What follows belongs to an exercise in optimizing a design on an open flow for small area; a production flow would make more cautious choices.
No run shown here included a check of the RTL's function; only the layout flow was run.
Power is estimated from default activity; no workload was simulated.

**flow/remap_b.abc**
```
&get -n
&st
&dch -f
&nf -R 1000
&put
```
**constraint.sdc**
```tcl
create_clock -name core_clock -period 13.5 [get_ports {clk}]
set_input_delay 2.7000 -clock core_clock [delete_from_list [all_inputs] [get_ports {clk}]]
set_output_delay 2.7000 -clock core_clock [all_outputs]
set_load 0.01 [all_outputs]
```
**design.v**
```verilog
package pid_pkg;
  localparam int DEF_DW   = 16;
  localparam int DEF_FRAC = 8;
  typedef enum logic [2:0] {
    ST_IDLE  = 3'd0,
    ST_ERR   = 3'd1,
    ST_MUL_P = 3'd2,
    ST_MUL_I = 3'd3,
    ST_MUL_D = 3'd4,
    ST_SUM   = 3'd5
  } state_t;
  typedef enum logic [1:0] {
    SAT_NONE = 2'b00,
    SAT_POS  = 2'b01,
    SAT_NEG  = 2'b10
  } sat_dir_t;
  function automatic logic [1:0] sat_dir(input logic sign_bit, input logic top_all_same);
    if (top_all_same) begin
      sat_dir = pid_pkg::SAT_NONE;
    end else if (sign_bit) begin
      sat_dir = pid_pkg::SAT_NEG;
    end else begin
      sat_dir = pid_pkg::SAT_POS;
    end
  endfunction
endpackage
module pid_sat #(
  parameter int IN_W  = 17,
  parameter int OUT_W = 16
) (
  input  logic signed [IN_W-1:0]  din,
  output logic signed [OUT_W-1:0] dout
);
  logic [IN_W-OUT_W:0] top;
  logic                top_same;
  always_comb begin
    top      = din[IN_W-1:OUT_W-1];
    top_same = (&top) | ~(|top);
    if (top_same) dout = din[OUT_W-1:0];
    else          dout = {din[IN_W-1], {(OUT_W-1){~din[IN_W-1]}}};
  end
endmodule
module pid_fa (
  input  logic a,
  input  logic b,
  input  logic c,
  output logic s,
  output logic co
);
  assign s  = a ^ b ^ c;
  assign co = (a & b) | (a & c) | (b & c);
endmodule
module pid_ha (
  input  logic a,
  input  logic b,
  output logic s,
  output logic co
);
  assign s  = a ^ b;
  assign co = a & b;
endmodule
module pid_controller_param #(
  parameter int DW   = pid_pkg::DEF_DW,
  parameter int FRAC = pid_pkg::DEF_FRAC,
  parameter int ACCW = 2*DW+4
) (
  input  logic                 clk,
  input  logic                 rst,
  input  logic                 en,
  input  logic                 clear,
  input  logic signed [DW-1:0] setpoint,
  input  logic signed [DW-1:0] feedback,
  input  logic signed [DW-1:0] kp,
  input  logic signed [DW-1:0] ki,
  input  logic signed [DW-1:0] kd,
  input  logic [ACCW-2:0]      int_limit,
  input  logic [15:0]          clk_times,
  output logic signed [DW-1:0] control_signal,
  output logic                 valid,
  output logic                 busy,
  output logic                 overrun
);
  logic [2:0]       st_q;
  logic [15:0]      cnt_q;
  logic [15:0]      e_q;       
  logic [15:0]      pe_q;      
  logic             pe_v;      
  logic [35:0]      acc_q;     
  logic             acc_c;     
  logic             acc_v;     
  logic [32:0]      t_q;       
  logic [15:0]      ctrl_q;
  logic             overrun_q;
  logic s_idle, s_p, s_i, s_d, s_sum, s_post, tick;
  assign s_idle = ~st_q[2] & ~st_q[0];             
  assign s_p    = st_q[1] & st_q[0] & ~st_q[2];
  assign s_i    = st_q[2] & st_q[0];
  assign s_d    = st_q[2] & st_q[1] & ~st_q[0];
  assign s_sum  = st_q[2] & ~st_q[1];
  assign s_post = st_q[1] & ~st_q[2] & ~st_q[0];
  logic [15:0] sub_a, sub_b, sub_sat;
  assign sub_a = s_i ? e_q  : setpoint;
  assign sub_b = s_i ? pe_q : feedback;
  pid_sub u_sub (.a(sub_a), .b(sub_b), .d(sub_sat));
  logic [15:0] cnt_inc;
  pid_inc u_inc (.a(cnt_q), .y(cnt_inc));
  assign tick = en && (cnt_q == clk_times);
  logic [127:0] pp;
  logic [7:0]   ppn, neg;
  pid_booth u_booth (.kp(kp), .ki(ki), .kd(kd), .sel_p(~s_i & ~s_d & ~s_sum), .sel_i(s_i),
                     .sel_d(s_d), .e(e_q), .pp(pp), .ppn(ppn), .neg(neg));
  logic        xen, yen, xc;
  logic [35:0] xa;
  logic [32:0] yt;
  assign xen = (s_i | s_sum) & acc_v;
  assign yen = s_d | s_sum;
  assign xa  = acc_q & {36{xen}};
  assign xc  = acc_c & xen;
  assign yt  = t_q & {33{yen}};
  logic [36:0] ra, rb, sum;
  logic        clamp, csgn;
  logic [34:0] limx;
  pid_tree u_tree (.pp(pp), .ppn(ppn), .neg(neg), .xa(xa), .xc(xc), .yt(yt), .ra(ra), .rb(rb));
  pid_cpa  u_cpa  (.a(ra), .b(rb), .s(sum));
  pid_cmp  u_cmp  (.s(sum), .lim(int_limit), .limx(limx), .clamp(clamp));
  assign csgn = sum[36];
  logic [15:0] out_sat;
  pid_sat #(.IN_W(28), .OUT_W(16)) u_sat_out (.din(sum[35:8]), .dout(out_sat));
  always_ff @(posedge clk or posedge rst) begin
    if (rst) begin
      st_q      <= 3'b000;
      cnt_q     <= '0;
      pe_v      <= 1'b0;
      acc_v     <= 1'b0;
      ctrl_q    <= '0;
      overrun_q <= 1'b0;
    end else begin
      cnt_q     <= (!en || tick) ? 16'd0 : cnt_inc;
      overrun_q <= tick && !s_idle;
      if (s_idle) st_q <= {2'b00, tick};
      else if (s_sum) st_q <= 3'b010;
      else st_q <= {st_q[1:0], ~st_q[2]};
      if (s_i) pe_v <= 1'b1;
      else if (clear) pe_v <= 1'b0;
      if (clear) acc_v <= 1'b0;
      else if (s_i) acc_v <= 1'b1;
      if (s_sum) ctrl_q <= out_sat;
    end
  end
  always_ff @(posedge clk) begin
    if ((s_idle && tick) || (s_i && !clear && pe_v)) e_q <= sub_sat;
    if (s_i) pe_q <= e_q;
    if (s_i) begin
      if (clamp) begin
        acc_q <= {csgn, limx};
        acc_c <= csgn;
      end else begin
        acc_q <= sum[35:0];
        acc_c <= 1'b0;
      end
    end
    if (s_p || s_d) t_q <= sum[32:0];
  end
  assign control_signal = ctrl_q;
  assign valid          = s_post;
  assign busy           = ~s_idle;
  assign overrun        = overrun_q;
endmodule
module pid_sub (
  input  logic [15:0] a,
  input  logic [15:0] b,
  output logic [15:0] d
);
  logic [16:0] r;
  logic [16:0] c;
  logic        c_unused;
  assign r[0] = a[0] ^ b[0];
  assign c[1] = a[0] | ~b[0];
  genvar k;
  generate
    for (k = 1; k < 16; k++) begin : g_bit
      pid_fa u_fa (.a(a[k]), .b(~b[k]), .c(c[k]), .s(r[k]), .co(c[k+1]));
    end
  endgenerate
  pid_fa u_top (.a(a[15]), .b(~b[15]), .c(c[16]), .s(r[16]), .co(c_unused));
  pid_sat #(.IN_W(17), .OUT_W(16)) u_sat (.din(r), .dout(d));
endmodule
module pid_inc (
  input  logic [15:0] a,
  output logic [15:0] y
);
  logic [16:0] c;
  assign y[0] = ~a[0];
  assign c[1] = a[0];
  genvar k;
  generate
    for (k = 1; k < 16; k++) begin : g_bit
      pid_ha u_ha (.a(a[k]), .b(c[k]), .s(y[k]), .co(c[k+1]));
    end
  endgenerate
endmodule
module pid_booth (
  input  logic [15:0]  kp,
  input  logic [15:0]  ki,
  input  logic [15:0]  kd,
  input  logic         sel_p,
  input  logic         sel_i,
  input  logic         sel_d,
  input  logic [15:0]  e,
  output logic [127:0] pp,
  output logic [7:0]   ppn,
  output logic [7:0]   neg
);
  logic [15:0] g;
  logic [16:0] ge;
  assign g  = (kp & {16{sel_p}}) | (ki & {16{sel_i}}) | (kd & {16{sel_d}});
  assign ge = {g, 1'b0};
  genvar i, j;
  generate
    for (i = 0; i < 8; i++) begin : g_row
      logic b2, b1, b0, one, two;
      assign b2 = e[2*i+1];
      assign b1 = e[2*i];
      if (i == 0) begin : g_lsb
        assign b0 = 1'b0;
      end else begin : g_mid
        assign b0 = e[2*i-1];
      end
      assign one    = b1 ^ b0;
      assign two    = (b2 & ~b1 & ~b0) | (~b2 & b1 & b0);
      assign neg[i] = b2;
      for (j = 0; j < 16; j++) begin : g_pp
        assign pp[16*i+j] = ((g[j] & one) | (ge[j] & two)) ^ b2;
      end
      assign ppn[i] = ~((g[15] & (one | two)) ^ b2);
    end
  endgenerate
endmodule
module pid_tree (
  input  logic [127:0] pp,
  input  logic [7:0]   ppn,
  input  logic [7:0]   neg,
  input  logic [35:0]  xa,
  input  logic         xc,
  input  logic [32:0]  yt,
  output logic [36:0]  ra,
  output logic [36:0]  rb
);
  logic s1, c2;
  pid_ha u_s1 (.a(neg[6]), .b(xa[12]), .s(s1), .co(c2));
  logic s3, c4;
  pid_ha u_s3 (.a(xa[13]), .b(yt[13]), .s(s3), .co(c4));
  logic s5, c6;
  pid_fa u_s5 (.a(neg[7]), .b(xa[14]), .c(yt[14]), .s(s5), .co(c6));
  logic s7, c8;
  pid_ha u_s7 (.a(pp[14]), .b(pp[28]), .s(s7), .co(c8));
  logic s9, c10;
  pid_fa u_s9 (.a(xa[15]), .b(yt[15]), .c(pp[15]), .s(s9), .co(c10));
  logic s11, c12;
  pid_ha u_s11 (.a(pp[29]), .b(pp[43]), .s(s11), .co(c12));
  logic s13, c14;
  assign s13 = ~(xa[16] ^ yt[16]);
  assign c14 = xa[16] | yt[16];
  logic s15, c16;
  pid_fa u_s15 (.a(ppn[0]), .b(pp[30]), .c(pp[44]), .s(s15), .co(c16));
  logic s17, c18;
  assign s17 = ~(xa[17] ^ yt[17]);
  assign c18 = xa[17] | yt[17];
  logic s19, c20;
  pid_ha u_s19 (.a(pp[31]), .b(pp[45]), .s(s19), .co(c20));
  logic s21, c22;
  pid_fa u_s21 (.a(xa[18]), .b(yt[18]), .c(ppn[1]), .s(s21), .co(c22));
  logic s23;
  assign s23 = ~xa[19];
  logic s24, c25;
  pid_ha u_s24 (.a(neg[3]), .b(xa[6]), .s(s24), .co(c25));
  logic s26, c27;
  pid_ha u_s26 (.a(xa[7]), .b(yt[7]), .s(s26), .co(c27));
  logic s28, c29;
  pid_fa u_s28 (.a(neg[4]), .b(xa[8]), .c(yt[8]), .s(s28), .co(c29));
  logic s30, c31;
  pid_ha u_s30 (.a(pp[8]), .b(pp[22]), .s(s30), .co(c31));
  logic s32, c33;
  pid_fa u_s32 (.a(xa[9]), .b(yt[9]), .c(pp[9]), .s(s32), .co(c33));
  logic s34, c35;
  pid_ha u_s34 (.a(pp[23]), .b(pp[37]), .s(s34), .co(c35));
  logic s36, c37;
  pid_fa u_s36 (.a(neg[5]), .b(xa[10]), .c(yt[10]), .s(s36), .co(c37));
  logic s38, c39;
  pid_fa u_s38 (.a(pp[10]), .b(pp[24]), .c(pp[38]), .s(s38), .co(c39));
  logic s40, c41;
  pid_ha u_s40 (.a(pp[52]), .b(pp[66]), .s(s40), .co(c41));
  logic s42, c43;
  pid_fa u_s42 (.a(xa[11]), .b(yt[11]), .c(pp[11]), .s(s42), .co(c43));
  logic s44, c45;
  pid_fa u_s44 (.a(pp[25]), .b(pp[39]), .c(pp[53]), .s(s44), .co(c45));
  logic s46, c47;
  pid_ha u_s46 (.a(pp[67]), .b(pp[81]), .s(s46), .co(c47));
  logic s48, c49;
  pid_fa u_s48 (.a(yt[12]), .b(s1), .c(pp[12]), .s(s48), .co(c49));
  logic s50, c51;
  pid_fa u_s50 (.a(pp[26]), .b(pp[40]), .c(pp[54]), .s(s50), .co(c51));
  logic s52, c53;
  pid_fa u_s52 (.a(pp[68]), .b(pp[82]), .c(pp[96]), .s(s52), .co(c53));
  logic s54, c55;
  pid_fa u_s54 (.a(c2), .b(s3), .c(pp[13]), .s(s54), .co(c55));
  logic s56, c57;
  pid_fa u_s56 (.a(pp[27]), .b(pp[41]), .c(pp[55]), .s(s56), .co(c57));
  logic s58, c59;
  pid_fa u_s58 (.a(pp[69]), .b(pp[83]), .c(pp[97]), .s(s58), .co(c59));
  logic s60, c61;
  pid_fa u_s60 (.a(c4), .b(s5), .c(pp[42]), .s(s60), .co(c61));
  logic s62, c63;
  pid_fa u_s62 (.a(pp[56]), .b(pp[70]), .c(pp[84]), .s(s62), .co(c63));
  logic s64, c65;
  pid_fa u_s64 (.a(pp[98]), .b(pp[112]), .c(s7), .s(s64), .co(c65));
  logic s66, c67;
  pid_fa u_s66 (.a(c6), .b(pp[57]), .c(pp[71]), .s(s66), .co(c67));
  logic s68, c69;
  pid_fa u_s68 (.a(pp[85]), .b(pp[99]), .c(pp[113]), .s(s68), .co(c69));
  logic s70, c71;
  pid_fa u_s70 (.a(c8), .b(s11), .c(s9), .s(s70), .co(c71));
  logic s72, c73;
  pid_fa u_s72 (.a(s13), .b(pp[58]), .c(pp[72]), .s(s72), .co(c73));
  logic s74, c75;
  pid_fa u_s74 (.a(pp[86]), .b(pp[100]), .c(pp[114]), .s(s74), .co(c75));
  logic s76, c77;
  pid_fa u_s76 (.a(c12), .b(c10), .c(s15), .s(s76), .co(c77));
  logic s78, c79;
  pid_fa u_s78 (.a(c14), .b(s17), .c(pp[59]), .s(s78), .co(c79));
  logic s80, c81;
  pid_fa u_s80 (.a(pp[73]), .b(pp[87]), .c(pp[101]), .s(s80), .co(c81));
  logic s82, c83;
  pid_fa u_s82 (.a(pp[115]), .b(s19), .c(c16), .s(s82), .co(c83));
  logic s84, c85;
  pid_fa u_s84 (.a(c18), .b(pp[46]), .c(pp[60]), .s(s84), .co(c85));
  logic s86, c87;
  pid_fa u_s86 (.a(pp[74]), .b(pp[88]), .c(pp[102]), .s(s86), .co(c87));
  logic s88, c89;
  pid_fa u_s88 (.a(pp[116]), .b(c20), .c(s21), .s(s88), .co(c89));
  logic s90, c91;
  pid_fa u_s90 (.a(yt[19]), .b(s23), .c(pp[47]), .s(s90), .co(c91));
  logic s92, c93;
  pid_fa u_s92 (.a(pp[61]), .b(pp[75]), .c(pp[89]), .s(s92), .co(c93));
  logic s94, c95;
  pid_fa u_s94 (.a(pp[103]), .b(pp[117]), .c(c22), .s(s94), .co(c95));
  logic s96, c97;
  pid_fa u_s96 (.a(xa[20]), .b(yt[20]), .c(xa[19]), .s(s96), .co(c97));
  logic s98, c99;
  pid_fa u_s98 (.a(ppn[2]), .b(pp[62]), .c(pp[76]), .s(s98), .co(c99));
  logic s100, c101;
  pid_fa u_s100 (.a(pp[90]), .b(pp[104]), .c(pp[118]), .s(s100), .co(c101));
  logic s102, c103;
  assign s102 = ~(xa[21] ^ yt[21]);
  assign c103 = xa[21] | yt[21];
  logic s104, c105;
  pid_fa u_s104 (.a(pp[63]), .b(pp[77]), .c(pp[91]), .s(s104), .co(c105));
  logic s106, c107;
  pid_ha u_s106 (.a(pp[105]), .b(pp[119]), .s(s106), .co(c107));
  logic s108, c109;
  pid_fa u_s108 (.a(xa[22]), .b(yt[22]), .c(ppn[3]), .s(s108), .co(c109));
  logic s110, c111;
  pid_fa u_s110 (.a(pp[78]), .b(pp[92]), .c(pp[106]), .s(s110), .co(c111));
  logic s112, c113;
  assign s112 = ~(xa[23] ^ yt[23]);
  assign c113 = xa[23] | yt[23];
  logic s114, c115;
  pid_ha u_s114 (.a(pp[79]), .b(pp[93]), .s(s114), .co(c115));
  logic s116, c117;
  pid_fa u_s116 (.a(xa[24]), .b(yt[24]), .c(ppn[4]), .s(s116), .co(c117));
  logic s118;
  assign s118 = ~xa[25];
  logic s119, c120;
  pid_ha u_s119 (.a(neg[0]), .b(xa[0]), .s(s119), .co(c120));
  logic s121, c122;
  pid_ha u_s121 (.a(neg[1]), .b(xa[2]), .s(s121), .co(c122));
  logic s123, c124;
  pid_ha u_s123 (.a(xa[3]), .b(yt[3]), .s(s123), .co(c124));
  logic s125, c126;
  pid_fa u_s125 (.a(neg[2]), .b(xa[4]), .c(yt[4]), .s(s125), .co(c126));
  logic s127, c128;
  pid_ha u_s127 (.a(pp[4]), .b(pp[18]), .s(s127), .co(c128));
  logic s129, c130;
  pid_fa u_s129 (.a(xa[5]), .b(yt[5]), .c(pp[5]), .s(s129), .co(c130));
  logic s131, c132;
  pid_ha u_s131 (.a(pp[19]), .b(pp[33]), .s(s131), .co(c132));
  logic s133, c134;
  pid_fa u_s133 (.a(yt[6]), .b(s24), .c(pp[6]), .s(s133), .co(c134));
  logic s135, c136;
  pid_fa u_s135 (.a(pp[20]), .b(pp[34]), .c(pp[48]), .s(s135), .co(c136));
  logic s137, c138;
  pid_fa u_s137 (.a(c25), .b(s26), .c(pp[7]), .s(s137), .co(c138));
  logic s139, c140;
  pid_fa u_s139 (.a(pp[21]), .b(pp[35]), .c(pp[49]), .s(s139), .co(c140));
  logic s141, c142;
  pid_fa u_s141 (.a(c27), .b(s28), .c(pp[36]), .s(s141), .co(c142));
  logic s143, c144;
  pid_fa u_s143 (.a(pp[50]), .b(pp[64]), .c(s30), .s(s143), .co(c144));
  logic s145, c146;
  pid_fa u_s145 (.a(c29), .b(pp[51]), .c(pp[65]), .s(s145), .co(c146));
  logic s147, c148;
  pid_fa u_s147 (.a(c31), .b(s34), .c(s32), .s(s147), .co(c148));
  logic s149, c150;
  pid_fa u_s149 (.a(s36), .b(pp[80]), .c(c35), .s(s149), .co(c150));
  logic s151, c152;
  pid_fa u_s151 (.a(s40), .b(c33), .c(s38), .s(s151), .co(c152));
  logic s153, c154;
  pid_fa u_s153 (.a(c37), .b(c41), .c(s46), .s(s153), .co(c154));
  logic s155, c156;
  pid_fa u_s155 (.a(c39), .b(s42), .c(s44), .s(s155), .co(c156));
  logic s157, c158;
  pid_fa u_s157 (.a(c47), .b(c43), .c(c45), .s(s157), .co(c158));
  logic s159, c160;
  pid_fa u_s159 (.a(s48), .b(s50), .c(s52), .s(s159), .co(c160));
  logic s161, c162;
  pid_fa u_s161 (.a(c49), .b(c51), .c(c53), .s(s161), .co(c162));
  logic s163, c164;
  pid_fa u_s163 (.a(s54), .b(s56), .c(s58), .s(s163), .co(c164));
  logic s165, c166;
  pid_fa u_s165 (.a(c55), .b(c57), .c(c59), .s(s165), .co(c166));
  logic s167, c168;
  pid_fa u_s167 (.a(s60), .b(s62), .c(s64), .s(s167), .co(c168));
  logic s169, c170;
  pid_fa u_s169 (.a(c61), .b(c63), .c(s66), .s(s169), .co(c170));
  logic s171, c172;
  pid_fa u_s171 (.a(s68), .b(c65), .c(s70), .s(s171), .co(c172));
  logic s173, c174;
  pid_fa u_s173 (.a(c67), .b(c69), .c(s72), .s(s173), .co(c174));
  logic s175, c176;
  pid_fa u_s175 (.a(s74), .b(c71), .c(s76), .s(s175), .co(c176));
  logic s177, c178;
  pid_fa u_s177 (.a(c73), .b(c75), .c(s78), .s(s177), .co(c178));
  logic s179, c180;
  pid_fa u_s179 (.a(s80), .b(c77), .c(s82), .s(s179), .co(c180));
  logic s181, c182;
  pid_fa u_s181 (.a(c79), .b(c81), .c(s84), .s(s181), .co(c182));
  logic s183, c184;
  pid_fa u_s183 (.a(s86), .b(c83), .c(s88), .s(s183), .co(c184));
  logic s185, c186;
  pid_fa u_s185 (.a(c85), .b(c87), .c(s90), .s(s185), .co(c186));
  logic s187, c188;
  pid_fa u_s187 (.a(s92), .b(c89), .c(s94), .s(s187), .co(c188));
  logic s189, c190;
  pid_fa u_s189 (.a(s96), .b(c91), .c(c93), .s(s189), .co(c190));
  logic s191, c192;
  pid_fa u_s191 (.a(s98), .b(s100), .c(c95), .s(s191), .co(c192));
  logic s193, c194;
  pid_fa u_s193 (.a(s102), .b(c97), .c(s106), .s(s193), .co(c194));
  logic s195, c196;
  pid_fa u_s195 (.a(c99), .b(c101), .c(s104), .s(s195), .co(c196));
  logic s197, c198;
  pid_fa u_s197 (.a(c103), .b(pp[120]), .c(c107), .s(s197), .co(c198));
  logic s199, c200;
  pid_fa u_s199 (.a(c105), .b(s108), .c(s110), .s(s199), .co(c200));
  logic s201, c202;
  pid_fa u_s201 (.a(s112), .b(pp[107]), .c(pp[121]), .s(s201), .co(c202));
  logic s203, c204;
  pid_fa u_s203 (.a(s114), .b(c109), .c(c111), .s(s203), .co(c204));
  logic s205, c206;
  pid_fa u_s205 (.a(c113), .b(pp[94]), .c(pp[108]), .s(s205), .co(c206));
  logic s207, c208;
  pid_fa u_s207 (.a(pp[122]), .b(c115), .c(s116), .s(s207), .co(c208));
  logic s209, c210;
  pid_fa u_s209 (.a(yt[25]), .b(s118), .c(pp[95]), .s(s209), .co(c210));
  logic s211, c212;
  pid_fa u_s211 (.a(pp[109]), .b(pp[123]), .c(c117), .s(s211), .co(c212));
  logic s213, c214;
  pid_fa u_s213 (.a(xa[26]), .b(yt[26]), .c(xa[25]), .s(s213), .co(c214));
  logic s215, c216;
  pid_fa u_s215 (.a(ppn[5]), .b(pp[110]), .c(pp[124]), .s(s215), .co(c216));
  logic s217, c218;
  assign s217 = ~(xa[27] ^ yt[27]);
  assign c218 = xa[27] | yt[27];
  logic s219, c220;
  pid_ha u_s219 (.a(pp[111]), .b(pp[125]), .s(s219), .co(c220));
  logic s221, c222;
  pid_fa u_s221 (.a(xa[28]), .b(yt[28]), .c(ppn[6]), .s(s221), .co(c222));
  logic s223;
  assign s223 = ~xa[29];
  logic s224, c225;
  pid_ha u_s224 (.a(xc), .b(yt[0]), .s(s224), .co(c225));
  logic s226, c227;
  pid_fa u_s226 (.a(xa[1]), .b(yt[1]), .c(c120), .s(s226), .co(c227));
  logic s228, c229;
  pid_fa u_s228 (.a(yt[2]), .b(s121), .c(pp[2]), .s(s228), .co(c229));
  logic s230, c231;
  pid_fa u_s230 (.a(c122), .b(s123), .c(pp[3]), .s(s230), .co(c231));
  logic s232, c233;
  pid_fa u_s232 (.a(c124), .b(s125), .c(pp[32]), .s(s232), .co(c233));
  logic s234, c235;
  pid_fa u_s234 (.a(c126), .b(c128), .c(s131), .s(s234), .co(c235));
  logic s236, c237;
  pid_fa u_s236 (.a(c132), .b(c130), .c(s133), .s(s236), .co(c237));
  logic s238, c239;
  pid_fa u_s238 (.a(c134), .b(c136), .c(s137), .s(s238), .co(c239));
  logic s240, c241;
  pid_fa u_s240 (.a(c138), .b(c140), .c(s141), .s(s240), .co(c241));
  logic s242, c243;
  pid_fa u_s242 (.a(c142), .b(s145), .c(c144), .s(s242), .co(c243));
  logic s244, c245;
  pid_fa u_s244 (.a(c146), .b(s149), .c(c148), .s(s244), .co(c245));
  logic s246, c247;
  pid_fa u_s246 (.a(c150), .b(s153), .c(c152), .s(s246), .co(c247));
  logic s248, c249;
  pid_fa u_s248 (.a(c154), .b(c156), .c(s157), .s(s248), .co(c249));
  logic s250, c251;
  pid_fa u_s250 (.a(c158), .b(c160), .c(s161), .s(s250), .co(c251));
  logic s252, c253;
  pid_fa u_s252 (.a(c162), .b(c164), .c(s165), .s(s252), .co(c253));
  logic s254, c255;
  pid_fa u_s254 (.a(c166), .b(s169), .c(c168), .s(s254), .co(c255));
  logic s256, c257;
  pid_fa u_s256 (.a(c170), .b(s173), .c(c172), .s(s256), .co(c257));
  logic s258, c259;
  pid_fa u_s258 (.a(c174), .b(s177), .c(c176), .s(s258), .co(c259));
  logic s260, c261;
  pid_fa u_s260 (.a(c178), .b(s181), .c(c180), .s(s260), .co(c261));
  logic s262, c263;
  pid_fa u_s262 (.a(c182), .b(s185), .c(c184), .s(s262), .co(c263));
  logic s264, c265;
  pid_fa u_s264 (.a(c186), .b(s189), .c(c188), .s(s264), .co(c265));
  logic s266, c267;
  pid_fa u_s266 (.a(s193), .b(c190), .c(s195), .s(s266), .co(c267));
  logic s268, c269;
  pid_fa u_s268 (.a(c194), .b(s197), .c(c196), .s(s268), .co(c269));
  logic s270, c271;
  pid_fa u_s270 (.a(s201), .b(c198), .c(c200), .s(s270), .co(c271));
  logic s272, c273;
  pid_fa u_s272 (.a(c202), .b(s205), .c(c204), .s(s272), .co(c273));
  logic s274, c275;
  pid_fa u_s274 (.a(c206), .b(s209), .c(c208), .s(s274), .co(c275));
  logic s276, c277;
  pid_fa u_s276 (.a(s213), .b(c210), .c(s215), .s(s276), .co(c277));
  logic s278, c279;
  pid_fa u_s278 (.a(s217), .b(c214), .c(s219), .s(s278), .co(c279));
  logic s280, c281;
  pid_fa u_s280 (.a(c218), .b(pp[126]), .c(c220), .s(s280), .co(c281));
  logic s282, c283;
  pid_fa u_s282 (.a(yt[29]), .b(s223), .c(pp[127]), .s(s282), .co(c283));
  logic s284, c285;
  pid_fa u_s284 (.a(xa[30]), .b(yt[30]), .c(xa[29]), .s(s284), .co(c285));
  logic s286;
  assign s286 = ~xa[31];
  logic s287, c288;
  pid_ha u_s287 (.a(s224), .b(s119), .s(s287), .co(c288));
  logic s289, c290;
  pid_fa u_s289 (.a(c225), .b(s226), .c(pp[1]), .s(s289), .co(c290));
  logic s291, c292;
  pid_fa u_s291 (.a(c227), .b(pp[16]), .c(s228), .s(s291), .co(c292));
  logic s293, c294;
  pid_fa u_s293 (.a(pp[17]), .b(c229), .c(s230), .s(s293), .co(c294));
  logic s295, c296;
  pid_fa u_s295 (.a(s127), .b(c231), .c(s232), .s(s295), .co(c296));
  logic s297, c298;
  pid_fa u_s297 (.a(c233), .b(s129), .c(s234), .s(s297), .co(c298));
  logic s299, c300;
  pid_fa u_s299 (.a(s135), .b(c235), .c(s236), .s(s299), .co(c300));
  logic s301, c302;
  pid_fa u_s301 (.a(s139), .b(c237), .c(s238), .s(s301), .co(c302));
  logic s303, c304;
  pid_fa u_s303 (.a(s143), .b(c239), .c(s240), .s(s303), .co(c304));
  logic s305, c306;
  pid_fa u_s305 (.a(c241), .b(s147), .c(s242), .s(s305), .co(c306));
  logic s307, c308;
  pid_fa u_s307 (.a(s151), .b(c243), .c(s244), .s(s307), .co(c308));
  logic s309, c310;
  pid_fa u_s309 (.a(s155), .b(c245), .c(s246), .s(s309), .co(c310));
  logic s311, c312;
  pid_fa u_s311 (.a(s159), .b(c247), .c(s248), .s(s311), .co(c312));
  logic s313, c314;
  pid_fa u_s313 (.a(s163), .b(c249), .c(s250), .s(s313), .co(c314));
  logic s315, c316;
  pid_fa u_s315 (.a(s167), .b(c251), .c(s252), .s(s315), .co(c316));
  logic s317, c318;
  pid_fa u_s317 (.a(c253), .b(s171), .c(s254), .s(s317), .co(c318));
  logic s319, c320;
  pid_fa u_s319 (.a(s175), .b(c255), .c(s256), .s(s319), .co(c320));
  logic s321, c322;
  pid_fa u_s321 (.a(s179), .b(c257), .c(s258), .s(s321), .co(c322));
  logic s323, c324;
  pid_fa u_s323 (.a(s183), .b(c259), .c(s260), .s(s323), .co(c324));
  logic s325, c326;
  pid_fa u_s325 (.a(s187), .b(c261), .c(s262), .s(s325), .co(c326));
  logic s327, c328;
  pid_fa u_s327 (.a(s191), .b(c263), .c(s264), .s(s327), .co(c328));
  logic s329, c330;
  pid_fa u_s329 (.a(c192), .b(s266), .c(c265), .s(s329), .co(c330));
  logic s331, c332;
  pid_fa u_s331 (.a(s199), .b(c267), .c(s268), .s(s331), .co(c332));
  logic s333, c334;
  pid_fa u_s333 (.a(s203), .b(c269), .c(s270), .s(s333), .co(c334));
  logic s335, c336;
  pid_fa u_s335 (.a(s207), .b(c271), .c(s272), .s(s335), .co(c336));
  logic s337, c338;
  pid_fa u_s337 (.a(s211), .b(c273), .c(s274), .s(s337), .co(c338));
  logic s339, c340;
  pid_fa u_s339 (.a(c212), .b(s276), .c(c275), .s(s339), .co(c340));
  logic s341, c342;
  pid_fa u_s341 (.a(c216), .b(s278), .c(c277), .s(s341), .co(c342));
  logic s343, c344;
  pid_fa u_s343 (.a(s221), .b(c279), .c(s280), .s(s343), .co(c344));
  logic s345, c346;
  pid_fa u_s345 (.a(c222), .b(s282), .c(c281), .s(s345), .co(c346));
  logic s347, c348;
  pid_fa u_s347 (.a(s284), .b(ppn[7]), .c(c283), .s(s347), .co(c348));
  logic s349, c350;
  pid_fa u_s349 (.a(yt[31]), .b(s286), .c(c285), .s(s349), .co(c350));
  logic s351, c352;
  pid_fa u_s351 (.a(xa[32]), .b(~yt[32]), .c(xa[31]), .s(s351), .co(c352));
  logic s353;
  assign s353 = ~xa[33];
  logic s354;
  assign s354 = ~xa[34];
  assign ra = {1'b1, ~xa[35], xa[33], s353, s351, s349, s347, c344, s343, s341, c338, c336, c334, c332, s331, c328, c326, c324, c322, c320, c318, c316, c314, c312, c310, c308, c306, c304, c302, c300, c298, c296, c294, c292, c290, c288, s287};
  assign rb = {1'b0, xa[34], s354, c352, c350, c348, c346, s345, c342, c340, s339, s337, s335, s333, c330, s329, s327, s325, s323, s321, s319, s317, s315, s313, s311, s309, s307, s305, s303, s301, s299, s297, s295, s293, s291, s289, pp[0]};
endmodule
module pid_cpa (
  input  logic [36:0] a,
  input  logic [36:0] b,
  output logic [36:0] s
);
  logic [36:0] p, g;
  logic rc355;
  pid_ha u_r0 (.a(a[0]), .b(b[0]), .s(s[0]), .co(rc355));
  logic rc356;
  pid_fa u_r1 (.a(a[1]), .b(b[1]), .c(rc355), .s(s[1]), .co(rc356));
  logic rc357;
  pid_fa u_r2 (.a(a[2]), .b(b[2]), .c(rc356), .s(s[2]), .co(rc357));
  logic rc358;
  pid_fa u_r3 (.a(a[3]), .b(b[3]), .c(rc357), .s(s[3]), .co(rc358));
  logic rc359;
  pid_fa u_r4 (.a(a[4]), .b(b[4]), .c(rc358), .s(s[4]), .co(rc359));
  logic rc360;
  pid_fa u_r5 (.a(a[5]), .b(b[5]), .c(rc359), .s(s[5]), .co(rc360));
  logic rc361;
  pid_fa u_r6 (.a(a[6]), .b(b[6]), .c(rc360), .s(s[6]), .co(rc361));
  logic rc362;
  pid_fa u_r7 (.a(a[7]), .b(b[7]), .c(rc361), .s(s[7]), .co(rc362));
  pid_ha u_pg8 (.a(a[8]), .b(b[8]), .s(p[8]), .co(g[8]));
  pid_ha u_pg9 (.a(a[9]), .b(b[9]), .s(p[9]), .co(g[9]));
  pid_ha u_pg10 (.a(a[10]), .b(b[10]), .s(p[10]), .co(g[10]));
  pid_ha u_pg11 (.a(a[11]), .b(b[11]), .s(p[11]), .co(g[11]));
  pid_ha u_pg12 (.a(a[12]), .b(b[12]), .s(p[12]), .co(g[12]));
  pid_ha u_pg13 (.a(a[13]), .b(b[13]), .s(p[13]), .co(g[13]));
  pid_ha u_pg14 (.a(a[14]), .b(b[14]), .s(p[14]), .co(g[14]));
  pid_ha u_pg15 (.a(a[15]), .b(b[15]), .s(p[15]), .co(g[15]));
  pid_ha u_pg16 (.a(a[16]), .b(b[16]), .s(p[16]), .co(g[16]));
  pid_ha u_pg17 (.a(a[17]), .b(b[17]), .s(p[17]), .co(g[17]));
  pid_ha u_pg18 (.a(a[18]), .b(b[18]), .s(p[18]), .co(g[18]));
  pid_ha u_pg19 (.a(a[19]), .b(b[19]), .s(p[19]), .co(g[19]));
  pid_ha u_pg20 (.a(a[20]), .b(b[20]), .s(p[20]), .co(g[20]));
  pid_ha u_pg21 (.a(a[21]), .b(b[21]), .s(p[21]), .co(g[21]));
  pid_ha u_pg22 (.a(a[22]), .b(b[22]), .s(p[22]), .co(g[22]));
  pid_ha u_pg23 (.a(a[23]), .b(b[23]), .s(p[23]), .co(g[23]));
  pid_ha u_pg24 (.a(a[24]), .b(b[24]), .s(p[24]), .co(g[24]));
  pid_ha u_pg25 (.a(a[25]), .b(b[25]), .s(p[25]), .co(g[25]));
  pid_ha u_pg26 (.a(a[26]), .b(b[26]), .s(p[26]), .co(g[26]));
  pid_ha u_pg27 (.a(a[27]), .b(b[27]), .s(p[27]), .co(g[27]));
  pid_ha u_pg28 (.a(a[28]), .b(b[28]), .s(p[28]), .co(g[28]));
  pid_ha u_pg29 (.a(a[29]), .b(b[29]), .s(p[29]), .co(g[29]));
  pid_ha u_pg30 (.a(a[30]), .b(b[30]), .s(p[30]), .co(g[30]));
  pid_ha u_pg31 (.a(a[31]), .b(b[31]), .s(p[31]), .co(g[31]));
  pid_ha u_pg32 (.a(a[32]), .b(b[32]), .s(p[32]), .co(g[32]));
  pid_ha u_pg33 (.a(a[33]), .b(b[33]), .s(p[33]), .co(g[33]));
  pid_ha u_pg34 (.a(a[34]), .b(b[34]), .s(p[34]), .co(g[34]));
  pid_ha u_pg35 (.a(a[35]), .b(b[35]), .s(p[35]), .co(g[35]));
  assign p[36] = a[36];
  assign g[36] = 1'b0;
  wire bg363 = g[8] | (p[8] & rc362);
  wire bp364 = p[8] & 1'b0;
  wire bg365 = g[10] | (p[10] & g[9]);
  wire bp366 = p[10] & p[9];
  wire bg367 = g[12] | (p[12] & g[11]);
  wire bp368 = p[12] & p[11];
  wire bg369 = g[14] | (p[14] & g[13]);
  wire bp370 = p[14] & p[13];
  wire bg371 = g[16] | (p[16] & g[15]);
  wire bp372 = p[16] & p[15];
  wire bg373 = g[18] | (p[18] & g[17]);
  wire bp374 = p[18] & p[17];
  wire bg375 = g[20] | (p[20] & g[19]);
  wire bp376 = p[20] & p[19];
  wire bg377 = g[22] | (p[22] & g[21]);
  wire bp378 = p[22] & p[21];
  wire bg379 = g[24] | (p[24] & g[23]);
  wire bp380 = p[24] & p[23];
  wire bg381 = g[26] | (p[26] & g[25]);
  wire bp382 = p[26] & p[25];
  wire bg383 = g[28] | (p[28] & g[27]);
  wire bp384 = p[28] & p[27];
  wire bg385 = g[30] | (p[30] & g[29]);
  wire bp386 = p[30] & p[29];
  wire bg387 = g[32] | (p[32] & g[31]);
  wire bp388 = p[32] & p[31];
  wire bg389 = g[34] | (p[34] & g[33]);
  wire bp390 = p[34] & p[33];
  wire bg391 = g[36] | (p[36] & g[35]);
  wire bp392 = p[36] & p[35];
  wire bg393 = bg365 | (bp366 & bg363);
  wire bp394 = bp366 & bp364;
  wire bg395 = bg369 | (bp370 & bg367);
  wire bp396 = bp370 & bp368;
  wire bg397 = bg373 | (bp374 & bg371);
  wire bp398 = bp374 & bp372;
  wire bg399 = bg377 | (bp378 & bg375);
  wire bp400 = bp378 & bp376;
  wire bg401 = bg381 | (bp382 & bg379);
  wire bp402 = bp382 & bp380;
  wire bg403 = bg385 | (bp386 & bg383);
  wire bp404 = bp386 & bp384;
  wire bg405 = bg389 | (bp390 & bg387);
  wire bp406 = bp390 & bp388;
  wire bg407 = bg395 | (bp396 & bg393);
  wire bp408 = bp396 & bp394;
  wire bg409 = bg399 | (bp400 & bg397);
  wire bp410 = bp400 & bp398;
  wire bg411 = bg403 | (bp404 & bg401);
  wire bp412 = bp404 & bp402;
  wire bg413 = bg409 | (bp410 & bg407);
  wire bp414 = bp410 & bp408;
  wire bg415 = bg411 | (bp412 & bg413);
  wire bp416 = bp412 & bp414;
  wire bg417 = bg397 | (bp398 & bg407);
  wire bp418 = bp398 & bp408;
  wire bg419 = bg401 | (bp402 & bg413);
  wire bp420 = bp402 & bp414;
  wire bg421 = bg405 | (bp406 & bg415);
  wire bp422 = bp406 & bp416;
  wire bg423 = bg367 | (bp368 & bg393);
  wire bp424 = bp368 & bp394;
  wire bg425 = bg371 | (bp372 & bg407);
  wire bp426 = bp372 & bp408;
  wire bg427 = bg375 | (bp376 & bg417);
  wire bp428 = bp376 & bp418;
  wire bg429 = bg379 | (bp380 & bg413);
  wire bp430 = bp380 & bp414;
  wire bg431 = bg383 | (bp384 & bg419);
  wire bp432 = bp384 & bp420;
  wire bg433 = bg387 | (bp388 & bg415);
  wire bp434 = bp388 & bp416;
  wire bg435 = bg391 | (bp392 & bg421);
  wire bp436 = bp392 & bp422;
  wire bg437 = g[9] | (p[9] & bg363);
  wire bp438 = p[9] & bp364;
  wire bg439 = g[11] | (p[11] & bg393);
  wire bp440 = p[11] & bp394;
  wire bg441 = g[13] | (p[13] & bg423);
  wire bp442 = p[13] & bp424;
  wire bg443 = g[15] | (p[15] & bg407);
  wire bp444 = p[15] & bp408;
  wire bg445 = g[17] | (p[17] & bg425);
  wire bp446 = p[17] & bp426;
  wire bg447 = g[19] | (p[19] & bg417);
  wire bp448 = p[19] & bp418;
  wire bg449 = g[21] | (p[21] & bg427);
  wire bp450 = p[21] & bp428;
  wire bg451 = g[23] | (p[23] & bg413);
  wire bp452 = p[23] & bp414;
  wire bg453 = g[25] | (p[25] & bg429);
  wire bp454 = p[25] & bp430;
  wire bg455 = g[27] | (p[27] & bg419);
  wire bp456 = p[27] & bp420;
  wire bg457 = g[29] | (p[29] & bg431);
  wire bp458 = p[29] & bp432;
  wire bg459 = g[31] | (p[31] & bg415);
  wire bp460 = p[31] & bp416;
  wire bg461 = g[33] | (p[33] & bg433);
  wire bp462 = p[33] & bp434;
  wire bg463 = g[35] | (p[35] & bg421);
  wire bp464 = p[35] & bp422;
  assign s[8] = p[8] ^ rc362;
  assign s[9] = p[9] ^ bg363;
  assign s[10] = p[10] ^ bg437;
  assign s[11] = p[11] ^ bg393;
  assign s[12] = p[12] ^ bg439;
  assign s[13] = p[13] ^ bg423;
  assign s[14] = p[14] ^ bg441;
  assign s[15] = p[15] ^ bg407;
  assign s[16] = p[16] ^ bg443;
  assign s[17] = p[17] ^ bg425;
  assign s[18] = p[18] ^ bg445;
  assign s[19] = p[19] ^ bg417;
  assign s[20] = p[20] ^ bg447;
  assign s[21] = p[21] ^ bg427;
  assign s[22] = p[22] ^ bg449;
  assign s[23] = p[23] ^ bg413;
  assign s[24] = p[24] ^ bg451;
  assign s[25] = p[25] ^ bg429;
  assign s[26] = p[26] ^ bg453;
  assign s[27] = p[27] ^ bg419;
  assign s[28] = p[28] ^ bg455;
  assign s[29] = p[29] ^ bg431;
  assign s[30] = p[30] ^ bg457;
  assign s[31] = p[31] ^ bg415;
  assign s[32] = p[32] ^ bg459;
  assign s[33] = p[33] ^ bg433;
  assign s[34] = p[34] ^ bg461;
  assign s[35] = p[35] ^ bg421;
  assign s[36] = p[36] ^ bg463;
endmodule
module pid_cmp (
  input  logic [36:0] s,
  input  logic [34:0] lim,
  output logic [34:0] limx,
  output logic clamp
);
  logic [34:0] k;
  assign k = lim ^ {35{~s[36]}};
  assign limx = ~k;
  wire kg0 = s[0] & k[0];
  wire kp0 = s[0] | k[0];
  wire kg1 = s[1] & k[1];
  wire kp1 = s[1] | k[1];
  wire kg2 = s[2] & k[2];
  wire kp2 = s[2] | k[2];
  wire kg3 = s[3] & k[3];
  wire kp3 = s[3] | k[3];
  wire kg4 = s[4] & k[4];
  wire kp4 = s[4] | k[4];
  wire kg5 = s[5] & k[5];
  wire kp5 = s[5] | k[5];
  wire kg6 = s[6] & k[6];
  wire kp6 = s[6] | k[6];
  wire kg7 = s[7] & k[7];
  wire kp7 = s[7] | k[7];
  wire kg8 = s[8] & k[8];
  wire kp8 = s[8] | k[8];
  wire kg9 = s[9] & k[9];
  wire kp9 = s[9] | k[9];
  wire kg10 = s[10] & k[10];
  wire kp10 = s[10] | k[10];
  wire kg11 = s[11] & k[11];
  wire kp11 = s[11] | k[11];
  wire kg12 = s[12] & k[12];
  wire kp12 = s[12] | k[12];
  wire kg13 = s[13] & k[13];
  wire kp13 = s[13] | k[13];
  wire kg14 = s[14] & k[14];
  wire kp14 = s[14] | k[14];
  wire kg15 = s[15] & k[15];
  wire kp15 = s[15] | k[15];
  wire kg16 = s[16] & k[16];
  wire kp16 = s[16] | k[16];
  wire kg17 = s[17] & k[17];
  wire kp17 = s[17] | k[17];
  wire kg18 = s[18] & k[18];
  wire kp18 = s[18] | k[18];
  wire kg19 = s[19] & k[19];
  wire kp19 = s[19] | k[19];
  wire kg20 = s[20] & k[20];
  wire kp20 = s[20] | k[20];
  wire kg21 = s[21] & k[21];
  wire kp21 = s[21] | k[21];
  wire kg22 = s[22] & k[22];
  wire kp22 = s[22] | k[22];
  wire kg23 = s[23] & k[23];
  wire kp23 = s[23] | k[23];
  wire kg24 = s[24] & k[24];
  wire kp24 = s[24] | k[24];
  wire kg25 = s[25] & k[25];
  wire kp25 = s[25] | k[25];
  wire kg26 = s[26] & k[26];
  wire kp26 = s[26] | k[26];
  wire kg27 = s[27] & k[27];
  wire kp27 = s[27] | k[27];
  wire kg28 = s[28] & k[28];
  wire kp28 = s[28] | k[28];
  wire kg29 = s[29] & k[29];
  wire kp29 = s[29] | k[29];
  wire kg30 = s[30] & k[30];
  wire kp30 = s[30] | k[30];
  wire kg31 = s[31] & k[31];
  wire kp31 = s[31] | k[31];
  wire kg32 = s[32] & k[32];
  wire kp32 = s[32] | k[32];
  wire kg33 = s[33] & k[33];
  wire kp33 = s[33] | k[33];
  wire kg34 = s[34] & k[34];
  wire kp34 = s[34] | k[34];
  wire kg465 = kg1 | (kp1 & kg0);
  wire kp466 = kp1 & kp0;
  wire kg467 = kg3 | (kp3 & kg2);
  wire kp468 = kp3 & kp2;
  wire kg469 = kg5 | (kp5 & kg4);
  wire kp470 = kp5 & kp4;
  wire kg471 = kg7 | (kp7 & kg6);
  wire kp472 = kp7 & kp6;
  wire kg473 = kg9 | (kp9 & kg8);
  wire kp474 = kp9 & kp8;
  wire kg475 = kg11 | (kp11 & kg10);
  wire kp476 = kp11 & kp10;
  wire kg477 = kg13 | (kp13 & kg12);
  wire kp478 = kp13 & kp12;
  wire kg479 = kg15 | (kp15 & kg14);
  wire kp480 = kp15 & kp14;
  wire kg481 = kg17 | (kp17 & kg16);
  wire kp482 = kp17 & kp16;
  wire kg483 = kg19 | (kp19 & kg18);
  wire kp484 = kp19 & kp18;
  wire kg485 = kg21 | (kp21 & kg20);
  wire kp486 = kp21 & kp20;
  wire kg487 = kg23 | (kp23 & kg22);
  wire kp488 = kp23 & kp22;
  wire kg489 = kg25 | (kp25 & kg24);
  wire kp490 = kp25 & kp24;
  wire kg491 = kg27 | (kp27 & kg26);
  wire kp492 = kp27 & kp26;
  wire kg493 = kg29 | (kp29 & kg28);
  wire kp494 = kp29 & kp28;
  wire kg495 = kg31 | (kp31 & kg30);
  wire kp496 = kp31 & kp30;
  wire kg497 = kg33 | (kp33 & kg32);
  wire kp498 = kp33 & kp32;
  wire kg499 = kg467 | (kp468 & kg465);
  wire kp500 = kp468 & kp466;
  wire kg501 = kg471 | (kp472 & kg469);
  wire kp502 = kp472 & kp470;
  wire kg503 = kg475 | (kp476 & kg473);
  wire kp504 = kp476 & kp474;
  wire kg505 = kg479 | (kp480 & kg477);
  wire kp506 = kp480 & kp478;
  wire kg507 = kg483 | (kp484 & kg481);
  wire kp508 = kp484 & kp482;
  wire kg509 = kg487 | (kp488 & kg485);
  wire kp510 = kp488 & kp486;
  wire kg511 = kg491 | (kp492 & kg489);
  wire kp512 = kp492 & kp490;
  wire kg513 = kg495 | (kp496 & kg493);
  wire kp514 = kp496 & kp494;
  wire kg515 = kg34 | (kp34 & kg497);
  wire kp516 = kp34 & kp498;
  wire kg517 = kg501 | (kp502 & kg499);
  wire kp518 = kp502 & kp500;
  wire kg519 = kg505 | (kp506 & kg503);
  wire kp520 = kp506 & kp504;
  wire kg521 = kg509 | (kp510 & kg507);
  wire kp522 = kp510 & kp508;
  wire kg523 = kg513 | (kp514 & kg511);
  wire kp524 = kp514 & kp512;
  wire kg525 = kg519 | (kp520 & kg517);
  wire kp526 = kp520 & kp518;
  wire kg527 = kg523 | (kp524 & kg521);
  wire kp528 = kp524 & kp522;
  wire kg529 = kg527 | (kp528 & kg525);
  wire kp530 = kp528 & kp526;
  wire kg531 = kg515 | (kp516 & kg529);
  wire kp532 = kp516 & kp530;
  assign clamp = (s[36] ^ s[35]) | (kg531 ^ s[36]);
endmodule
```
**flow/remap.ys.in**
```
# Re-map the combinational logic of the standard synthesis netlist for area.
# Registers, full/half adders and tie cells are kept as blackboxes, untouched.
read_liberty -ignore_miss_func -ignore_miss_dir @LIB@
read_verilog std_netlist.v
hierarchy -top @TOP@
blackbox @KEEP@
flatten
hierarchy -top @TOP@
opt_clean -purge
tee -o remap_pre.txt stat
abc -liberty @LIB@ -script flow/remap.abc -dont_use sky130_fd_sc_hd__lpflow_bleeder_1 -dont_use sky130_fd_sc_hd__lpflow_clkbufkapwr_1 -dont_use sky130_fd_sc_hd__lpflow_clkbufkapwr_16 -dont_use sky130_fd_sc_hd__lpflow_clkbufkapwr_2 -dont_use sky130_fd_sc_hd__lpflow_clkbufkapwr_4 -dont_use sky130_fd_sc_hd__lpflow_clkbufkapwr_8 -dont_use sky130_fd_sc_hd__lpflow_clkinvkapwr_1 -dont_use sky130_fd_sc_hd__lpflow_clkinvkapwr_16 -dont_use sky130_fd_sc_hd__lpflow_clkinvkapwr_2 -dont_use sky130_fd_sc_hd__lpflow_clkinvkapwr_4 -dont_use sky130_fd_sc_hd__lpflow_clkinvkapwr_8 -dont_use sky130_fd_sc_hd__lpflow_decapkapwr_12 -dont_use sky130_fd_sc_hd__lpflow_decapkapwr_3 -dont_use sky130_fd_sc_hd__lpflow_decapkapwr_4 -dont_use sky130_fd_sc_hd__lpflow_decapkapwr_6 -dont_use sky130_fd_sc_hd__lpflow_decapkapwr_8 -dont_use sky130_fd_sc_hd__lpflow_inputiso0n_1 -dont_use sky130_fd_sc_hd__lpflow_inputiso0p_1 -dont_use sky130_fd_sc_hd__lpflow_inputiso1n_1 -dont_use sky130_fd_sc_hd__lpflow_inputiso1p_1 -dont_use sky130_fd_sc_hd__lpflow_inputisolatch_1 -dont_use sky130_fd_sc_hd__lpflow_isobufsrc_1 -dont_use sky130_fd_sc_hd__lpflow_isobufsrc_16 -dont_use sky130_fd_sc_hd__lpflow_isobufsrc_2 -dont_use sky130_fd_sc_hd__lpflow_isobufsrc_4 -dont_use sky130_fd_sc_hd__lpflow_isobufsrc_8 -dont_use sky130_fd_sc_hd__lpflow_isobufsrckapwr_16 -dont_use sky130_fd_sc_hd__lpflow_lsbuf_lh_hl_isowell_tap_1 -dont_use sky130_fd_sc_hd__lpflow_lsbuf_lh_hl_isowell_tap_2 -dont_use sky130_fd_sc_hd__lpflow_lsbuf_lh_hl_isowell_tap_4 -dont_use sky130_fd_sc_hd__lpflow_lsbuf_lh_isowell_4 -dont_use sky130_fd_sc_hd__lpflow_lsbuf_lh_isowell_tap_1 -dont_use sky130_fd_sc_hd__lpflow_lsbuf_lh_isowell_tap_2 -dont_use sky130_fd_sc_hd__lpflow_lsbuf_lh_isowell_tap_4 -dont_use sky130_fd_sc_hd__probe_p_8 -dont_use sky130_fd_sc_hd__probec_p_8 
opt_clean -purge
hilomap -singleton -hicell sky130_fd_sc_hd__conb_1 HI -locell sky130_fd_sc_hd__conb_1 LO
rename -hide w:*.*
opt_clean -purge
tee -o remap_stat.txt stat -liberty @LIB@
write_verilog -noattr -nohex -nodec remap_netlist.v
```
**flow/psta.tcl**
```tcl
read_lef $::env(PSTA_TLEF)
read_lef $::env(PSTA_LEF)
read_liberty $::env(PSTA_LIB)
read_verilog $::env(PSTA_NETLIST)
link_design $::env(PSTA_TOP)
read_sdc $::env(PSTA_SDC)
buffer_ports -buffer_cell sky130_fd_sc_hd__buf_1
repair_design
puts "BENCHPSTA [sta::worst_slack -max]"
```
**flow/remap.abc**
```
&get -n
&st
&dch
&nf -R 1000
&put
```
**standard.sh**
```bash
#!/bin/bash
# synth_recipe.tcl (not shown) runs the flow's synth.tcl, then flattens the netlist and writes it again
# the make line also repeats each setting of config.mk as NAME=value (left out here)
make -C /OpenROAD-flow-scripts/flow DESIGN_CONFIG=/design/flow/config.mk WORK_HOME=/design/flow/orfs CLKGATE_MAP_FILE= SYNTH_SCRIPT=/design/flow/synth_recipe.tcl "${@:-finish}"
```
**config.mk**
```make
export PLATFORM = sky130hd
export DESIGN_NAME = pid_controller_param
export DESIGN_NICKNAME = pid_controller_param
export VERILOG_FILES = /design/flow/design.v
export SDC_FILE = /design/flow/constraint.sdc
export NUM_CORES = 4
export LEC_CHECK = 0
export ABC_AREA = 1
export CAP_MARGIN = 20
export CORE_MARGIN = 2
export CORE_UTILIZATION = 65
export CTS_BUF_LIST = sky130_fd_sc_hd__clkbuf_8
export SLEW_MARGIN = 20
export SYNTH_HIERARCHICAL = 1
```
**flow/run.sh**
```bash
#!/bin/bash
# Standard synthesis; then the combinational logic re-mapped for area by ABC
# (registers, full/half adder cells and tie cells kept exactly as synthesized).
# Re-mapping is tried with two ABC scripts and 1 to 3 passes of each; each result gets a quick pre-layout
# timing estimate, and the smallest one whose estimate is within the margin is
# kept (the fastest if none is). Then the standard layout, with the smallest
# buffer on the ports. Each tool logs to a file of its own here.
set -euo pipefail
export BUFFER_PORTS_ARGS="-buffer_cell sky130_fd_sc_hd__buf_1"
bash standard.sh synth > log_synth.log 2>&1
R=orfs/results/$FLOW_PLATFORM/pid_controller_param/base
P=$FLOW_HOME/platforms/$FLOW_PLATFORM
LIB=$P/lib/sky130_fd_sc_hd__tt_025C_1v80.lib
cp $R/1_2_yosys.v std_netlist.v
KEEP=$(grep -oE "sky130_fd_sc_hd__(df|edf|sdf|dl|fa_|ha_|conb)[a-z0-9_]*" std_netlist.v | sort -u | tr '\n' ' ')
MARGIN=-0.5
: > remap_choice.txt
for v in a b; do
for k in 1 2 3; do
  n=$v$k
  src=flow/remap.abc; [[ $v == b ]] && src=flow/remap_b.abc
  : > remap_$n.abc
  for i in $(seq 1 $k); do cat $src >> remap_$n.abc; done
  sed -e "s|@LIB@|$LIB|g" -e "s|@KEEP@|$KEEP|" -e "s|@TOP@|$FLOW_TOP|g" \
      -e "s|flow/remap.abc|remap_$n.abc|" -e "s|remap_stat.txt|remap_stat_$n.txt|" \
      -e "s|remap_netlist.v|remap_netlist_$n.v|" -e "s|remap_pre.txt|remap_pre_$n.txt|" \
      flow/remap.ys.in > remap_$n.ys
  yosys -l log_remap_$n.log -s remap_$n.ys > /dev/null
  a=$(awk '/Chip area for module/ {print $NF}' remap_stat_$n.txt | tail -1)
  PSTA_TLEF=$P/lef/sky130_fd_sc_hd.tlef PSTA_LEF=$P/lef/sky130_fd_sc_hd_merged.lef PSTA_LIB=$LIB \
  PSTA_NETLIST=remap_netlist_$n.v PSTA_TOP=$FLOW_TOP PSTA_SDC=$FLOW_SDC \
    openroad -no_init -exit flow/psta.tcl > log_psta_$n.log 2>&1 || true
  s=$(awk '/^BENCHPSTA/ {print $2}' log_psta_$n.log | tail -1)
  [[ -n "$s" ]] || s=-1000
  echo "$n $a $s" >> remap_choice.txt
done
done
best=$(awk -v m=$MARGIN '
  { if ($3 >= m && (ba == "" || $2 < ba)) { ba = $2; bn = $1 }
    if (fs == "" || $3 > fs) { fs = $3; fn = $1 } }
  END { print (bn != "" ? bn : fn) }' remap_choice.txt)
echo "chosen $best" >> remap_choice.txt
cp remap_netlist_$best.v $R/1_2_yosys.v
rm -f $R/1_synth.odb $R/1_synth.sdc
bash standard.sh > log_flow.log 2>&1
```
==> summary.txt, run 1 <==
Run status
The flow ran to the end and the layout has no timing, DRC or antenna violations.

Timing
The final critical path time including I/O delays and setup is ~13 ns. The setup TNS is 0 ns. The worst-case headroom to the max-slew limit is 28.2%. For this run, the top clock speed supported by timing is 78.5 MHz.

For the pin with the worst max-slew slack, the measured transition is 1.08 ns. Setup repair after global routing left no endpoint under its margin. After layout, the worst path uses 94.3% of the clock period. Setup violations remaining at the end of the flow were counted as 0. The final setup slack of the worst path is 0.767 ns. The final hold violation count is 0. Between clock sinks in the finished design, the worst skew comes to 0.0217 ns. The count of final max-slew check failures is 0.

GRT
The via count of the first global-routing pass came to 11.2k. The wire length of the first global-routing pass is 60000 um. Entering global routing, the biggest net connects 50 pins. The number of antenna violations at the first check in global routing is 1. The aggregate global routing overflow is 0.

Global routing consumed, over all layers together, 35.2% of the routing resources.

Hold path
The path type of the worst min-delay path is register to register. The startpoint identified for the worst hold timing path is pe_v. The cell depth of the worst min-delay path is 2. The end point of the worst hold path is pe_v.

Die
For this configuration, the core starts out at a cell density of 66.6%. After floorplanning, the core was sized to cover 21100 um^2. The count of boundary I/O pins is 154. The horizontal die dimension is 151 um.

The row count is 53. The floorplan step defined a die boundary enclosing 22800 um^2. The floorplan step set the die height to 151 um.

Place
Routability-driven placement finished with a final weighted congestion of 0.895. After legalization and detailed placement, the total HPWL measured 28700 um. The worst-case setup slack after placement is 0.135 ns.

The number of I/O port buffers is 153.

Setup path
Broken down by cell family, the worst path's largest delay share belongs to adder cells. The critical path class is primary input to register. The element type at the critical path start is a primary input.

The number of buffer and inverter stages on the critical path is 4. The logic depth of the worst register-to-register path is 45. The source of the worst register-to-register timing path is st_q[2].

The slowest cell on the critical path is fa_1. The required arrival time at the worst endpoint is 13.72 ns. The cell seen most often among critical-path stages is fa_1. The maximum fanout along the worst path is 49. The worst setup path is captured at a register. The arrival time of data at the critical path endpoint is 12.95 ns. For this run, the slowest stage of the critical path takes 0.48 ns. The worst register-to-register path has a setup slack of 1.20 ns.

The endpoint of the most critical register-to-register path is acc_q[1].

Drt
In the routed design, unresolved DRC markers number 0. The post-route antenna net violation count is 0. Dividing the detail-routed via count by the number of cells gives 6.28. The per-cell routed wire length is 21.5 um. The via count of the routed design is 11.3k. The first detailed-routing pass took 10 iterations. The final layout contains routed wiring with a total length of roughly 39000 um.

The iteration-0 DRC count of the detailed router is 1252.

Clock tree
The worst-skew pair later-pin latency is 0.48 ns. The number of clock buffers inserted by TritonCTS is 17. Buffers inserted to repair hold after CTS numbered 0. Once the clock tree was built, the resizer swapped 0 gates to a different size. The clock net sink count is 140.

The depth of the CTS H-tree is 4. Counting along the longest clock path gives a buffer depth of 2. Clock-pin slew was measured on the worst setup and hold paths at 0.09 ns. CTS placed an instance of clkbuf_8 at the clock tree root.

The clock tree from TritonCTS is yes. Once the clock tree was built, the setup fixing pass inserted 0 buffers.

Synthesis
The number of instances in the synthesized netlist is 1288. The post-synthesis area per instance is 10.9 um^2. Summing every instance area after synthesis gives 14000 um^2. The count of warnings emitted by yosys is 9. The number of nets produced by synthesis is 1682.

Final layout
The final core utilization is 74.6%. Summing all multi-input logic gate instances after layout gives 9950 um^2. In the layout the commonest cells are fa_1, buf_1, nor2_1. The post-layout net count is between 1.5k and 2k. Of the cells placed in the final design, the portion with a size suffix greater than 1 is 5.33%. The area growth from synthesis to layout is 12.1%. The final-layout fill cell count is 1551. The commonest non-fill, non-tap cell in the layout is fa_1.

Summing all flip-flop and latch instances after layout gives 4010 um^2.

Job
The number of max-cap violations is 0.

Power
The total power density per cell area is 122 nW/um^2. The leakage power summed over all cells is 6.62 nW. The worst ir drop on vdd is 109 uV.
[cell type report]
class | count | area share, %
inverter | 32 | 0.771
multi-input combinational | 1116 | 63.2
clock inverter | 15 | 0.922
clock buffer | 17 | 1.49
sequential | 140 | 25.5
tap | 275 | 2.19
timing repair buffer | 199 | 5.89
antenna | 1 | 0.0159
[worst register-to-register path: cells and delay by family (launching register included)]
family / cells / cell delay, ns
XOR/XNOR: 2 / 0.59
AND/OR/NAND/NOR: 14 / 2.55
buffers and inverters: 3 / 1.09
adder cells (fa/ha/maj): 12 / 4.27
flip-flops: 1 / 0.45
AO/OA/AOI/OAI: 14 / 3.09
[flip-flops by register name (all words and copies together), names as in the netlist, 3 cells and up]
signal	count
acc_q	36
cnt_q	16
ctrl_q	16
e_q	16
pe_q	16
st_q	3
t_q	33
[power breakdown]
group          leakage, nW  switching (W)  internal, W
Combinational         5.00       0.000626     0.000392
Sequential            1.41      0.0000131     0.000545
Clock                0.208       0.000187     0.000164
Total                 6.62       0.000826      0.00110
[how the worst max path moves through the flow]
stage	from	end	slack, ns	depth (start not counted)
finish	kp[0]	acc_q[1]	0.77	44
global route	kp[0]	acc_q[16]	0.05	44
CTS	kp[0]	acc_q[9]	0.63	44
detailed placement	kp[0]	acc_q[2]	0.14	44
global placement	kp[0]	acc_c	0.40	43
floorplan	kp[2]	acc_q[0]	0.09	41
[layer usage]
metal	GRT usage [%]	up-vias	wire (um)
li1	-	5083	-
met1	43.8	5449	13700
met3	6.11	158	3190
met2	58.4	585	19200
met5	0	-	0
met4	20.0	0	2420
[per-stage QoR]
step	hold WS (ns)	std cells	cell area, um^2	power (W)
6_report	0.500	1795	15700	0.00193
5_1_grt	0.515	1795	15700	0.00207
4_1_cts	0.496	1794	15700	0.00192
3_5_place_dp	0.475	1762	15300	0.00157
3_3_place_gp	0.463	1762	15300	0.00154
2_1_floorplan	0.450	1288	14100	0.00128
==> inputs of run 2 (changes only) <==
--- a/flow/run.sh
+++ b/flow/run.sh
@@ -1,7 +1,8 @@
 #!/bin/bash
 # Standard synthesis; then the combinational logic re-mapped for area by ABC
 # (registers, full/half adder cells and tie cells kept exactly as synthesized).
-# Re-mapping is tried with two ABC scripts and 1 to 3 passes of each; each result gets a quick pre-layout
+# Re-mapping is tried with two ABC scripts and 1 to 3 passes of each, and
+# with the half adder cells re-mapped too (c); each result gets a quick pre-layout
 # timing estimate, and the smallest one whose estimate is within the margin is
 # kept (the fastest if none is). Then the standard layout, with the smallest
 # buffer on the ports. Each tool logs to a file of its own here.
@@ -13,15 +14,17 @@
 LIB=$P/lib/sky130_fd_sc_hd__tt_025C_1v80.lib
 cp $R/1_2_yosys.v std_netlist.v
 KEEP=$(grep -oE "sky130_fd_sc_hd__(df|edf|sdf|dl|fa_|ha_|conb)[a-z0-9_]*" std_netlist.v | sort -u | tr '\n' ' ')
+KEEPC=$(grep -oE "sky130_fd_sc_hd__(df|edf|sdf|dl|fa_|conb)[a-z0-9_]*" std_netlist.v | sort -u | tr '\n' ' ')
 MARGIN=-0.5
 : > remap_choice.txt
-for v in a b; do
+for v in a b c; do
 for k in 1 2 3; do
   n=$v$k
   src=flow/remap.abc; [[ $v == b ]] && src=flow/remap_b.abc
+  keep=$KEEP; [[ $v == c ]] && keep=$KEEPC
   : > remap_$n.abc
   for i in $(seq 1 $k); do cat $src >> remap_$n.abc; done
-  sed -e "s|@LIB@|$LIB|g" -e "s|@KEEP@|$KEEP|" -e "s|@TOP@|$FLOW_TOP|g" \
+  sed -e "s|@LIB@|$LIB|g" -e "s|@KEEP@|$keep|" -e "s|@TOP@|$FLOW_TOP|g" \
       -e "s|flow/remap.abc|remap_$n.abc|" -e "s|remap_stat.txt|remap_stat_$n.txt|" \
       -e "s|remap_netlist.v|remap_netlist_$n.v|" -e "s|remap_pre.txt|remap_pre_$n.txt|" \
       flow/remap.ys.in > remap_$n.ys
==> run 2 against run 1 <==
Clock power increased by 6.8%. Critical endpoint is now acc_q[0]. Global-route usage increased by 0.68 points. Synthesized cell count increased by 8.4%. Critical path type unchanged. Largest cell class unchanged. Largest power group unchanged. Area after synthesis decreased by 0.46%. Sequential cell count unchanged. Count of clock-buffer cells in the layout unchanged. Still clean on timing, DRC and antenna. Sequential share of layout area about the same. Final area about the same. Highest routed layer unchanged. Via count increased by 5.0%.
==> summary.txt, run 2 <==
Run status
The run finished with no timing, DRC or antenna violations.

Power
The clock network power share was 18.9% (+0.7 points). The internal power component is 0.00108 W (-1.5%). The combinational group share of total power is 53.1% (+0.2 points). The fraction of power consumed by sequential logic is 28.0% (-0.9 points).

The switching share of total power was 45.2% (+2.3 points). The worst ir drop on vdd is 147 uV (+35%). The total power density per cell area is 126 nW/um^2 (+2.7%).

The reported net switching power is 0.000894 W (+8.2%). The leakage power summed over all cells came to 6.15 nW (-7.1%).

GRT
The via count of the first global-routing pass is 11.7k (+4.2%). The aggregate global routing overflow is 0 (unchanged).

Hold path
The path class of the tightest hold or removal check is register to register.

Clock tree
The worst-skew pair later-pin latency is 0.49 ns (about the same). The depth of the CTS H-tree is 4 (unchanged). The root buffer cell chosen for the clock tree is clkbuf_8.

The number of clock buffers inserted by TritonCTS is 17 (unchanged). The post-CTS setup-driven buffer insertion count was 0 (unchanged). The clock tree buffer depth is 2 (unchanged). The CTS clock-pin slew for the worst setup and hold paths is 0.09 ns (about the same).

Final layout
Ranked by flip-flop count, first place goes to acc_q. The post-layout net count is 1922 (+1.2%). The number of antenna cells inserted came to 0 (-1). The largest registers in the layout are acc_q (36), t_q (33). The area growth from synthesis to layout is 12.6%.

Timing
The final hold violation count was 0 (unchanged). The slew at the pin closest to its max-slew limit was 1.17 ns (+0.0888 ns). The highest attainable clock frequency came to 77.6 MHz (-1.2%). The final critical path time including I/O delays and setup came to 12.88 ns (+0.149 ns). The final clock skew is 0.0160 ns (-0.00570 ns). The number of failing setup endpoints in the final timing report was 0 (unchanged). The share of the clock period used by the worst path is 95.4% (+1.1 points). The worst-case headroom to the max-slew limit is 22.3% (-5.9 points).

Drt
The via count of the routed design is 11.8k (+5.0%). The total iterations of the first detailed-routing run is 8 (-2). The post-detailed-route DRC marker count is 0 (unchanged). The final wirelength is 39000 um (+1.3%). The iteration-0 DRC count of the detailed router is 1080 (-14%).

Setup path
The longest individual stage delay on the worst path is 0.48 ns (about the same). The cell seen most often among critical-path stages is fa_1. The arrival time of data at the critical path endpoint was 13.10 ns (+0.15 ns). The slowest cell on the critical path is fa_1.

Die
The row count is 53 (unchanged). The total die area is 22700 um^2 (-0.45%). The die extent in y is 151 um (-0.23%).

Synthesis
The count of warnings emitted by yosys is 9 (unchanged). The number of instances in the synthesized netlist is 1396 (+8.4%).

Place
The detailed placer's ending HPWL is 28700 um (-0.17%). The weighted congestion at the end of routability-driven global placement is 0.945 (+5.7%).
## run 2: worst paths after layout
kind                         start        end  slack (ns)  cells after the start
hold / removal                pe_v       pe_v        0.50                      2
hold reg to reg               pe_v       pe_v        0.50                      2
min in group asynchronous      rst  cnt_q[14]        2.30                      3
setup / recovery             kp[1]   acc_q[0]        0.62                     41
setup reg to reg           st_q[2]   acc_q[0]        1.80                     42
max in group asynchronous      rst  ctrl_q[5]       10.81                      3
## run 2: power groups by stage
stage,logic (W),registers (W),clock network (W)
2_1_floorplan,0.000720,0.000575,0
3_3_place_gp,0.000992,0.000563,0
3_5_place_dp,0.00102,0.000563,0
4_1_cts,0.00103,0.000554,0.000376
5_1_grt,0.00116,0.000557,0.000389
6_report,0.00105,0.000554,0.000375
## run 2: timing repair
action	CTS	global route
setup endpoints to repair	0	24
resized for setup	0	2
hold buffers	0	0
## run 2: final cells by class
type	count	area (um^2)
multi-input cells	1234	9940
fillers	1562	5350
flip-flops and latches	140	4010
repair buffers	201	947
well taps	275	344
clock buffers	17	234
clock inverters	15	176
inverters	22	83.8
## run 2: per-layer routing
layer	share of wire, %	global-route usage, %	vias up
li1	-	-	5359
met4	3.9	15.3	0
met3	8.2	7.00	112
met5	0	0	-
met2	49	60.0	637
met1	39	45.8	5735
## run 2: worst max-delay path, delay by kind of cell
family	cells	cell delay, ns
buf+inv	5	1.10
xor+xnor	2	0.45
mux	1	0.22
fa+ha+maj	9	3.78
simple gates	10	1.42
compound gates	14	3.39
## run 2: through the flow
step	hold slack [ns]	cells	instance area [um^2]	util, %
4_1_cts	0.496	1903	15700	74.6
3_5_place_dp	0.475	1871	15300	72.6
5_1_grt	0.520	1904	15700	74.6
6_report	0.495	1904	15700	74.6
2_1_floorplan	0.450	1396	14000	-
3_3_place_gp	0.466	1871	15300	72.6

what the ideal ports hide:
The flow's constraints put no driver on any port. The routed layouts listed below were extracted and timed again, unchanged, in two steps.
Step 1, drivers: a clkbuf_16 drives clk and a buf_2 each remaining input, both assumed.
Step 2 adds t to the input delays and takes it off the output delays; t is the mean of the earliest and latest rising clock arrival at the registers after step 1. Input paths then give back, and output paths get back, about the clock's delay inside the block.
Three values: ideal, step 1, step 2; two values: the first two.
run	t, ns	setup WS [ns]	slew at the worst register clock pin (ns)	worst data-port slew with drivers (ns)
run 1	0.516	0.767 / 0.788 / 0.272	0.10 / 0.10	0.13
run 2	0.523	0.619 / 0.644 / 0.121	0.10 / 0.10	0.08
After both steps every run listed still meets setup and hold. For run 2, which loses most, drivers alone change the setup slack by +0.025 ns; drivers and shift together by -0.498 ns.
